Context: an optimization exercise on an open-source flow, tuned for small area and a short achievable clock period. The choices shown serve that exercise and are no tape-out recipe.
Where RTL was checked, it was by simulation tests only, not by an equivalence proof against the original.
Power and IR drop assume default switching activity.

job 102:
Design signedMultiplier, start of the top module:
module signedMultiplier
(
	input  logic          clk,
	input  logic          arstN,
	input  mulPkg::operandPairT   operands,
	output mulPkg::productResultT result
);
For scale: about 1900 cells after synthesis, roughly 470 flip-flops, ~100 I/O pins, about 23000 um^2 of cells after synthesis.
Settings: LEC_CHECK=0, CAP_MARGIN=20, CORE_MARGIN=2, CORE_UTILIZATION=40, CTS_CLUSTER_DIAMETER=100, CTS_CLUSTER_SIZE=30, SETUP_SLACK_MARGIN=1.8, SLEW_MARGIN=20, SYNTH_HIERARCHICAL=1; clock period 4.0 ns.
standard.sh (not shown) runs the stock make flow with config.mk's settings and CLKGATE_MAP_FILE= SYNTH_SCRIPT=/design/flow/synth_recipe.tcl, a recipe that flattens the netlist after the stock synthesis.
==> flow/flow/run.sh <==
#!/bin/bash
set -e
export BUFFER_PORTS_ARGS="-buffer_cell sky130_fd_sc_hd__buf_2"
bash standard.sh > standard_flow.log 2>&1
diff inputs: job 102 => job 104
- CORE_UTILIZATION changed from 40 to 55
==> flow/run.sh (new file) <==
#!/bin/bash
# synth_recipe.tcl (not shown) runs the flow's synth.tcl, then flattens the netlist and writes it again
# the make line also repeats each setting of config.mk as NAME=value (left out here)
make -C /OpenROAD-flow-scripts/flow DESIGN_CONFIG=/design/flow/config.mk WORK_HOME=/design/flow/orfs CLKGATE_MAP_FILE= SYNTH_SCRIPT=/design/flow/synth_recipe.tcl finish
removed: flow/flow/run.sh
removed: flow/standard.sh
==> comparison <==
- Each of the runs, namely job 102 and job 104, reached the end of the flow and came out clean.
- [compare] base=job 102 new=job 104: number of vias in the routed layout lost 163; routed length on met3 went down by about 11%; final-layout fill cell count fell by 36%.
- Taking job 102 as the reference, in job 104 number of antenna violations at the first check in global routing went down; sequential share of layout area did not really move; synthesis-to-finish area growth went down; core occupancy in the finished layout went up.
- Job 104 reports a lower sum of routed wire length over all layers than job 102 does.
- Against job 102, die area in job 104 came out better.

* * *

Setup of job 4316:
signedMultiplier again, from the RTL that the note above started with.
Design signedMultiplier, start of the top module:
module signedMultiplier
(
	input  logic          clk,
	input  logic          arstN,
	input  mulPkg::operandPairT   operands,
	output mulPkg::productResultT result
);
==> flow/config.mk <==
export PLATFORM = sky130hd
export DESIGN_NAME = signedMultiplier
export DESIGN_NICKNAME = signedMultiplier
export VERILOG_FILES = /design/flow/design.v
export SDC_FILE = /design/flow/constraint.sdc
export NUM_CORES = 4
export LEC_CHECK = 0
export CAP_MARGIN = 20
export CORE_MARGIN = 2
export CORE_UTILIZATION = 40
export CTS_CLUSTER_DIAMETER = 100
export CTS_CLUSTER_SIZE = 30
export SETUP_SLACK_MARGIN = 1.8
export SLEW_MARGIN = 20
export SYNTH_HIERARCHICAL = 1
==> flow/constraint.sdc <==
create_clock -name core_clock -period 4.0 [get_ports {clk}]
set_input_delay 0.8000 -clock core_clock [delete_from_list [all_inputs] [get_ports {clk}]]
set_output_delay 0.8000 -clock core_clock [all_outputs]
set_load 0.01 [all_outputs]
run.sh (not shown) runs the stock make flow with config.mk's settings and CLKGATE_MAP_FILE= SYNTH_SCRIPT=/design/flow/synth_recipe.tcl, a recipe that flattens the netlist after the stock synthesis.
Stock flow here: none of the scripts above is used.
Job 4316 did not stop at any stage, and its layout met the timing, design-rule and antenna checks.
For job 9173, these inputs were changed with respect to job 4316:
# job 4316
export LEC_CHECK = 0
export CAP_MARGIN = 20
export CORE_MARGIN = 2
export CORE_UTILIZATION = 40
export CTS_CLUSTER_DIAMETER = 100
export CTS_CLUSTER_SIZE = 30
export SETUP_SLACK_MARGIN = 1.8
export SLEW_MARGIN = 20
export SYNTH_HIERARCHICAL = 1
create_clock -name core_clock -period 4.0 [get_ports {clk}]
# job 9173
export LEC_CHECK = 0
export CAP_MARGIN = 20
export CORE_MARGIN = 2
export CORE_UTILIZATION = 40
export CTS_CLUSTER_DIAMETER = 100
export CTS_CLUSTER_SIZE = 30
export PLACE_DENSITY = 0.65
export SETUP_SLACK_MARGIN = 1.8
export SLEW_MARGIN = 20
export SYNTH_HIERARCHICAL = 1
create_clock -name core_clock -period 4.0 [get_ports {clk}]
Findings:
Job 4316 → job 9173: switching share of power +0.29 points, via count ~0 delta.
Job 4316 has a higher number of global-route vias before repair than job 9173.
From job 4316 to job 9173 the numbers moved as follows: total power now sits higher, total power divided by cell area rose about 0.9%, slew at the pin with the worst max-slew slack decreased by 0.014 ns relative to the old numbers.
Re signed area change from the synthesized netlist to the final layout: job 9173 and job 4316 aren't equal, and the higher value belongs to job 9173.
Job 9173 against job 4316: setup slack decreased by 0.012 ns relative to the old numbers; multi-input gate area in the final layout increased by 1.1% relative to the old numbers.
## Diff of input files: job 9362 against job 9173
# job 9173
export LEC_CHECK = 0
export CAP_MARGIN = 20
export CORE_MARGIN = 2
export CORE_UTILIZATION = 40
export CTS_CLUSTER_DIAMETER = 100
export CTS_CLUSTER_SIZE = 30
export PLACE_DENSITY = 0.65
export SETUP_SLACK_MARGIN = 1.8
export SLEW_MARGIN = 20
export SYNTH_HIERARCHICAL = 1
create_clock -name core_clock -period 4.0 [get_ports {clk}]
# job 9362
export LEC_CHECK = 0
export CAP_MARGIN = 20
export CORE_MARGIN = 2
export CORE_UTILIZATION = 40
export CTS_CLUSTER_DIAMETER = 100
export CTS_CLUSTER_SIZE = 30
export PLACE_DENSITY = 0.7
export SETUP_SLACK_MARGIN = 1.8
export SLEW_MARGIN = 20
export SYNTH_HIERARCHICAL = 1
create_clock -name core_clock -period 4.0 [get_ports {clk}]
[summary]
Job 9362: full flow OK, the timing, design-rule and antenna checks passed. Compare job 9173 and job 9362 | worst slack after detailed placement higher: job 9173. When the final numbers for job 9173 and job 9362 were put side by side, the combinational power turned out to be greater in job 9362. Job 9173 -> job 9362: total power flat. Hold slack (higher): job 9173. On fraction of area in multi-input gates, job 9173 and job 9362 are basically level. The half-perimeter wire length after placement in job 9362 sits 430 um below the value recorded for job 9173.
For job 8715, these inputs were changed with respect to job 9362:
# job 9362
export LEC_CHECK = 0
export CAP_MARGIN = 20
export CORE_MARGIN = 2
export CORE_UTILIZATION = 40
export CTS_CLUSTER_DIAMETER = 100
export CTS_CLUSTER_SIZE = 30
export PLACE_DENSITY = 0.7
export SETUP_SLACK_MARGIN = 1.8
export SLEW_MARGIN = 20
export SYNTH_HIERARCHICAL = 1
create_clock -name core_clock -period 4.0 [get_ports {clk}]
# job 8715
export LEC_CHECK = 0
export CAP_MARGIN = 20
export CORE_MARGIN = 2
export CORE_UTILIZATION = 75
export CTS_CLUSTER_DIAMETER = 100
export CTS_CLUSTER_SIZE = 30
export SETUP_SLACK_MARGIN = 1.8
export SLEW_MARGIN = 20
export SYNTH_HIERARCHICAL = 1
create_clock -name core_clock -period 4.0 [get_ports {clk}]
[summary]
Job 8715 against job 9362: share of total power consumed by net switching increased by 0.34 points relative to the old numbers; buffering overhead closely matched the old numbers; number of cell rows decreased by 24 relative to the old numbers; critical path arrival decreased by 0.02 ns relative to the old numbers.
Worst setup path endpoint = r1_d[103]: job 9362; worst setup path endpoint = r3_p[42]: job 8715
Modified inputs, job 8090 compared to job 8715
# job 8715
export LEC_CHECK = 0
export CAP_MARGIN = 20
export CORE_MARGIN = 2
export CORE_UTILIZATION = 75
export CTS_CLUSTER_DIAMETER = 100
export CTS_CLUSTER_SIZE = 30
export SETUP_SLACK_MARGIN = 1.8
export SLEW_MARGIN = 20
export SYNTH_HIERARCHICAL = 1
create_clock -name core_clock -period 4.0 [get_ports {clk}]
# job 8090
export LEC_CHECK = 0
export CAP_MARGIN = 20
export CORE_MARGIN = 2
export CORE_UTILIZATION = 40
export CTS_CLUSTER_DIAMETER = 100
export CTS_CLUSTER_SIZE = 30
export SETUP_SLACK_MARGIN = 1.85
export SLEW_MARGIN = 20
export SYNTH_HIERARCHICAL = 1
create_clock -name core_clock -period 4.0 [get_ports {clk}]
==> run notes <==
Diff job 8715 -> job 8090: leakage power now larger, final instance count without filler cells now larger. Between job 8715 and job 8090, the cell depth of the worst setup path is lower for job 8090. Job 8715 vs job 8090, critical path launch point: r2_d[11] vs r0_neg[10]. A end point of the critical path of r1_d[84] is what job 8090 shows, while r3_p[42] belongs to job 8715. Against job 8715, job 8090 comes in 14 points lower on overall global routing resource usage.
--- input diff job 8090..job 2353 ---
# job 8090
export LEC_CHECK = 0
export CAP_MARGIN = 20
export CORE_MARGIN = 2
export CORE_UTILIZATION = 40
export CTS_CLUSTER_DIAMETER = 100
export CTS_CLUSTER_SIZE = 30
export SETUP_SLACK_MARGIN = 1.85
export SLEW_MARGIN = 20
export SYNTH_HIERARCHICAL = 1
create_clock -name core_clock -period 4.0 [get_ports {clk}]
# job 2353
export LEC_CHECK = 0
export CAP_MARGIN = 20
export CORE_MARGIN = 2
export CORE_UTILIZATION = 65
export CTS_CLUSTER_DIAMETER = 100
export CTS_CLUSTER_SIZE = 30
export SETUP_SLACK_MARGIN = 1.8
export SLEW_MARGIN = 20
export SYNTH_HIERARCHICAL = 1
create_clock -name core_clock -period 4.0 [get_ports {clk}]
Notes after the runs:
- Diff job 8090 -> job 2353: final worst setup slack has decreased; layout overhead on the synthesized area has decreased; global-route wire length before repair has decreased; multi-input gate count has remained practically unchanged; final instance area has decreased.

* * *

signedMultiplier, a different RTL version from the one above (not shown whole).
Size in the first run: ~100 I/O pins, about 0.024 mm2 of cells after synthesis.
export LEC_CHECK = 0
export CAP_MARGIN = 20
export CORE_MARGIN = 2
export CORE_UTILIZATION = 55
export CTS_CLUSTER_DIAMETER = 100
export CTS_CLUSTER_SIZE = 30
export SETUP_SLACK_MARGIN = 2.0
export SLEW_MARGIN = 20
export SYNTH_HIERARCHICAL = 1
create_clock -name core_clock -period 4.0 [get_ports {clk}]
The baseline finished clean.
==> next run, changes <==
Settings changed: CTS_CLUSTER_DIAMETER 100 to 90, CTS_CLUSTER_SIZE 30 to 25.
The new run finished with timing, DRC and antenna clean.
Wire length rose by 0.68%.
Power increases by 1.6%.
Worst hold slack hardly moves.
Worst setup slack got worse by 0.018 ns.
Synthesized area does not change.
Utilization goes up by 0.36 points.
Flip-flop and latch count does not change.
Global-route usage rose by 0.14 points.
Register-to-register slack degrades by 0.02 ns.
No functional check of the RTL was part of any run of this note.

* * *

## alpha
Another version of the RTL of signedMultiplier (not shown whole).
Size: about 1900 cells after synthesis, roughly 460 flip-flops, about 100 I/O pins.
make LEC_CHECK=0 CAP_MARGIN=20 CORE_MARGIN=2 CORE_UTILIZATION=40 SETUP_SLACK_MARGIN=1.7 SLEW_MARGIN=20 SYNTH_HIERARCHICAL=1 finish   # period 4.0 ns
The following lists how beta was set up differently from alpha:
- swapping 1.7 for 2.0 in SETUP_SLACK_MARGIN
Results
Every stage of the flow completed for beta, and the final layout passed the timing, design-rule and antenna checks. Compared with alpha, beta shows pin slew with the least headroom to its limit lower by 0.061 ns. The lower wire length of the first global-routing pass of beta and alpha is in alpha. beta ended up with a higher final-layout clock buffer total than alpha did. alpha → beta: final clock period utilization by the worst path now smaller, final cell count now larger, combinational logic power now larger. Taking alpha as the reference, in beta power per unit of standard cell area -12%; maximum clock rate +2.6%; number of multi-input combinational cells in the layout ~0 delta; total power +3.6%. alpha -> beta: design area increased by more than 10%.
No functional check of the RTL was part of any run of this note.

* * *

Setup of v14:
Another version of the RTL of signedMultiplier (not shown whole).
Size: ~1900 cells after synthesis, ~460 flip-flops, about 100 I/O pins, roughly 23000 um2 of cells after synthesis.
## signedMultiplier
module signedMultiplier
(
	input  logic          clk,
	input  logic          arstN,
	input  mulPkg::operandPairT   operands,
	output mulPkg::productResultT result
);
	logic [23:0] r0_a;
	logic [11:0] r0_neg, r0_one, r0_two;
	logic [5:0] valid;
	wire [23:0] mb = operands.multiplier;
	logic pp1;
	logic pp2;
	logic pp3;
	logic pp4;
	logic pp5;
	logic pp6;
	logic pp7;
	logic pp8;
	logic pp9;
	logic pp10;
	logic pp11;
	logic pp12;
	logic pp13;
	logic pp14;
	logic pp15;
	logic pp16;
	logic pp17;
	logic pp18;
	logic pp19;
	logic pp20;
	logic pp21;
	logic pp22;
	logic pp23;
	logic pp24;
	logic pp25;
	logic pp26;
	logic pp27;
	logic pp28;
	logic pp29;
	logic pp30;
	logic pp31;
	logic pp32;
	logic pp33;
	logic pp34;
	logic pp35;
	logic pp36;
	logic pp37;
	logic pp38;
	logic pp39;
	logic pp40;
	logic pp41;
	logic pp42;
	logic pp43;
	logic pp44;
	logic pp45;
	logic pp46;
	logic pp47;
	logic pp48;
	logic pp49;
	logic pp50;
	logic pp51;
	logic pp52;
	logic pp53;
	logic pp54;
	logic pp55;
	logic pp56;
	logic pp57;
	logic pp58;
	logic pp59;
	logic pp60;
	logic pp61;
	logic pp62;
	logic pp63;
	logic pp64;
	logic pp65;
	logic pp66;
	logic pp67;
	logic pp68;
	logic pp69;
	logic pp70;
	logic pp71;
	logic pp72;
	logic pp73;
	logic pp74;
	logic pp75;
	logic pp76;
	logic pp77;
	logic pp78;
	logic pp79;
	logic pp80;
	logic pp81;
	logic pp82;
	logic pp83;
	logic pp84;
	logic pp85;
	logic pp86;
	logic pp87;
	logic pp88;
	logic pp89;
	logic pp90;
	logic pp91;
	logic pp92;
	logic pp93;
	logic pp94;
	logic pp95;
	logic pp96;
	logic pp97;
	logic pp98;
	logic pp99;
	logic pp100;
	logic pp101;
  ...
clock: 4.0 ns
lec_check: 0
cap_margin: 20
core_margin: 2
core_utilization: 40
setup_slack_margin: 2.0
slew_margin: 20
synth_hierarchical: 1
v14 | status: complete | timing, DRC, antenna: pass
Here is what was changed in the inputs of v35 compared with v14.
- PLACE_DENSITY newly set to 0.75
- CTS_CLUSTER_DIAMETER newly set to 100
- SETUP_SLACK_MARGIN changed from 2.0 to 1.8
- CTS_CLUSTER_SIZE newly set to 30
[summary]
On v35: final clock period utilization by the worst path is 1.4 points lower than what v14 gave. From v35 to v14, layout inverter count without the clock tree did not move at all. Against v14, shortest clock period the worst path allows after layout in v35 came out better. In v35 the vias per cell turned out 0.096 lower than in v14. v35 vs v14 — number of buffers outside the clock class in the layout dropped by more than a quarter. Between v14 and v35, final area is lower for v35, v14 comes in above that. v35 vs v14 — global-route wire length before repair dropped about 16%. Met2 routing resource usage after global routing, v14 and v35: smaller value in v35. Compared with v14, number of global-route vias before repair in v35 decreased by a little under 10%. Looking at post-layout net count across v14 and v35, the one that comes out higher is v14.
For v46, these inputs were changed with respect to v35:
- a change of CTS_CLUSTER_SIZE from 30 to 24
- a change of CTS_CLUSTER_DIAMETER from 100 to 80
[summary]
- There was hardly any difference in pre-CTS setup slack between v35 and v46.
- v46 went all the way through the flow, and no timing, DRC or antenna check failed.
- In the metrics for v46 and v35, the one carrying the lower fraction of area in registers is v46.
- Compared to v35, v46 has slew of the pin with the lowest slew margin 0.014 ns higher.
- Relative to v35, post-synthesis to final-layout area growth has increased by 1.4 points in v46.
- Across both runs, global-route wire length before repair was higher for v46 than for v35.
- Side by side, global-route usage turned out higher in v46 than in v35.
- Number of fill cells in the layout, v46 and v35: smaller value in v46
- On worst setup slack, v46 and v35 are neck and neck.
- Diff v35 -> v46 | count of clock buffers in the final design | up by more than a quarter
- Summary of the comparison: design area is higher in v46, relative to v35.
- As far as count of final hold-check violations goes, v35 and v46 are indistinguishable; the numbers are identical.
What v4 does differently from v46 at the input level:
- a change of SETUP_SLACK_MARGIN from 1.8 to 1.9
- a deleted PLACE_DENSITY that had been 0.75
- a deleted CTS_CLUSTER_DIAMETER that had been 80
- a deleted CTS_CLUSTER_SIZE that had been 24
Findings:
Power per standard cell area went up by a few percent going from v46 to v4.
The core utilization of the finished layout in v4 sits 4.5 points above the value recorded for v46.
The fraction of the cycle the final worst path needs of v4 exceeds that of v46 by 0.70 points.
Area after synthesis: v4 vs v46 identical
What v28 does differently from v4 at the input level:
- CORE_UTILIZATION changed from 40 to 60
- CTS_BUF_LIST newly set to sky130_fd_sc_hd__clkbuf_4 sky130_fd_sc_hd__clkbuf_8
- SETUP_SLACK_MARGIN changed from 1.9 to 1.75
[summary]
Routing usage on met1 (lower): v4. In the metrics for v4 and v28, the one carrying the higher routed wire length is v4. Looking only at H-tree depth, and setting everything else aside, the lower value of v4 and v28 goes to v4. v4 → v28: footprint of the flip-flops and latches has remained practically unchanged; non-clock buffer count has decreased. Comparing v4 and v28, core utilization is higher on v28. v28 falls short of v4 in setup slack. Lower number of nets in the final layout goes to v28 over v4.
Input-level comparison between v54 and v28:
- clearing CTS_BUF_LIST, which used to be sky130_fd_sc_hd__clkbuf_4 sky130_fd_sc_hd__clkbuf_8
- swapping 1.75 for 1.8 in SETUP_SLACK_MARGIN
- swapping 60 for 40 in CORE_UTILIZATION
--- outcome ---
Comparing the two runs side by side, v54 comes out behind v28 on routed wire length.
Delta (v54 minus v28): final cell area excluding filler cells has increased; detailed-routed wire length on met2 went up by 460 um.

==> what the ideal ports hide <==
How much do the figures lean on ideal ports? The routed layouts below were timed once more, with nothing changed but the port constraints.
Step 1, drivers: a clkbuf_16 drives clk and a buf_2 each remaining input, both assumed.
Step 2 times the ports against the registers' clock, not the clock port: input delays grow and output delays shrink by t, the midpoint of the rising clock arrivals with the driver on.
Three values: ideal ports, drivers, drivers and shift; two values: the first two.
run | t, ns | setup slack, ns | hold slack, ns | worst setup path after step 2 | slew at the worst register clock pin (ns) | worst data-port slew with drivers (ns)
job 102 | 0.617 | 1.817 / 1.817 / 1.817 | 0.034 / -0.001 / 0.329 | register to register | 0.12 / 0.12 | 0.10
job 104 | 0.603 | 1.849 / 1.849 / 1.849 | 0.330 / 0.330 / 0.330 | register to register | 0.11 / 0.11 | 0.06
job 4316 | 0.628 | 1.845 / 1.845 / 1.845 | 0.333 / 0.333 / 0.333 | register to register | 0.12 / 0.12 | 0.09
job 9173 | 0.634 | 1.834 / 1.834 / 1.834 | 0.320 / 0.320 / 0.320 | register to register | 0.11 / 0.11 | 0.05
job 9362 | 0.635 | 1.804 / 1.804 / 1.804 | 0.315 / 0.315 / 0.315 | register to register | 0.11 / 0.11 | 0.05
job 8715 | 0.589 | 1.834 / 1.834 / 1.834 | 0.331 / 0.331 / 0.331 | register to register | 0.11 / 0.11 | 0.06
job 8090 | 0.629 | 1.839 / 1.839 / 1.839 | 0.324 / 0.324 / 0.324 | register to register | 0.11 / 0.11 | 0.08
job 2353 | 0.603 | 1.808 / 1.808 / 1.808 | 0.335 / 0.335 / 0.335 | register to register | 0.12 / 0.12 | 0.06
the first run of note 3 | 0.632 | 2.024 / 1.988 / 1.578 | 0.325 / 0.325 / 0.325 | input to register | 0.12 / 0.12 | 0.07
the second run of note 3 | 0.640 | 2.006 / 1.987 / 1.504 | 0.327 / 0.327 / 0.327 | input to register | 0.10 / 0.10 | 0.07
alpha | 0.653 | 1.227 / 1.227 / 1.227 | 0.325 / 0.325 / 0.325 | register to register | 0.06 / 0.06 | 0.04
beta | 0.655 | 1.296 / 1.296 / 1.296 | 0.320 / 0.320 / 0.320 | register to register | 0.07 / 0.07 | 0.04
v14 | 0.657 | 1.777 / 1.777 / 1.777 | 0.320 / 0.320 / 0.320 | register to register | 0.07 / 0.07 | 0.07
v35 | 0.617 | 1.832 / 1.832 / 1.832 | 0.311 / 0.311 / 0.311 | register to register | 0.12 / 0.12 | 0.08
v46 | 0.642 | 1.832 / 1.832 / 1.832 | 0.329 / 0.329 / 0.329 | register to register | 0.09 / 0.09 | 0.08
v4 | 0.651 | 1.803 / 1.803 / 1.803 | 0.322 / 0.322 / 0.322 | register to register | 0.07 / 0.07 | 0.07
v28 | 0.682 | 1.725 / 1.725 / 1.725 | 0.320 / 0.320 / 0.320 | register to register | 0.07 / 0.07 | 0.06
v54 | 0.637 | 1.841 / 1.841 / 1.841 | 0.319 / 0.319 / 0.319 | register to register | 0.06 / 0.06 | 0.06
After both steps setup and hold are still met in every run listed. For the second run of note 3, which loses most, drivers alone change the setup slack by -0.019 ns; drivers and shift together by -0.502 ns.
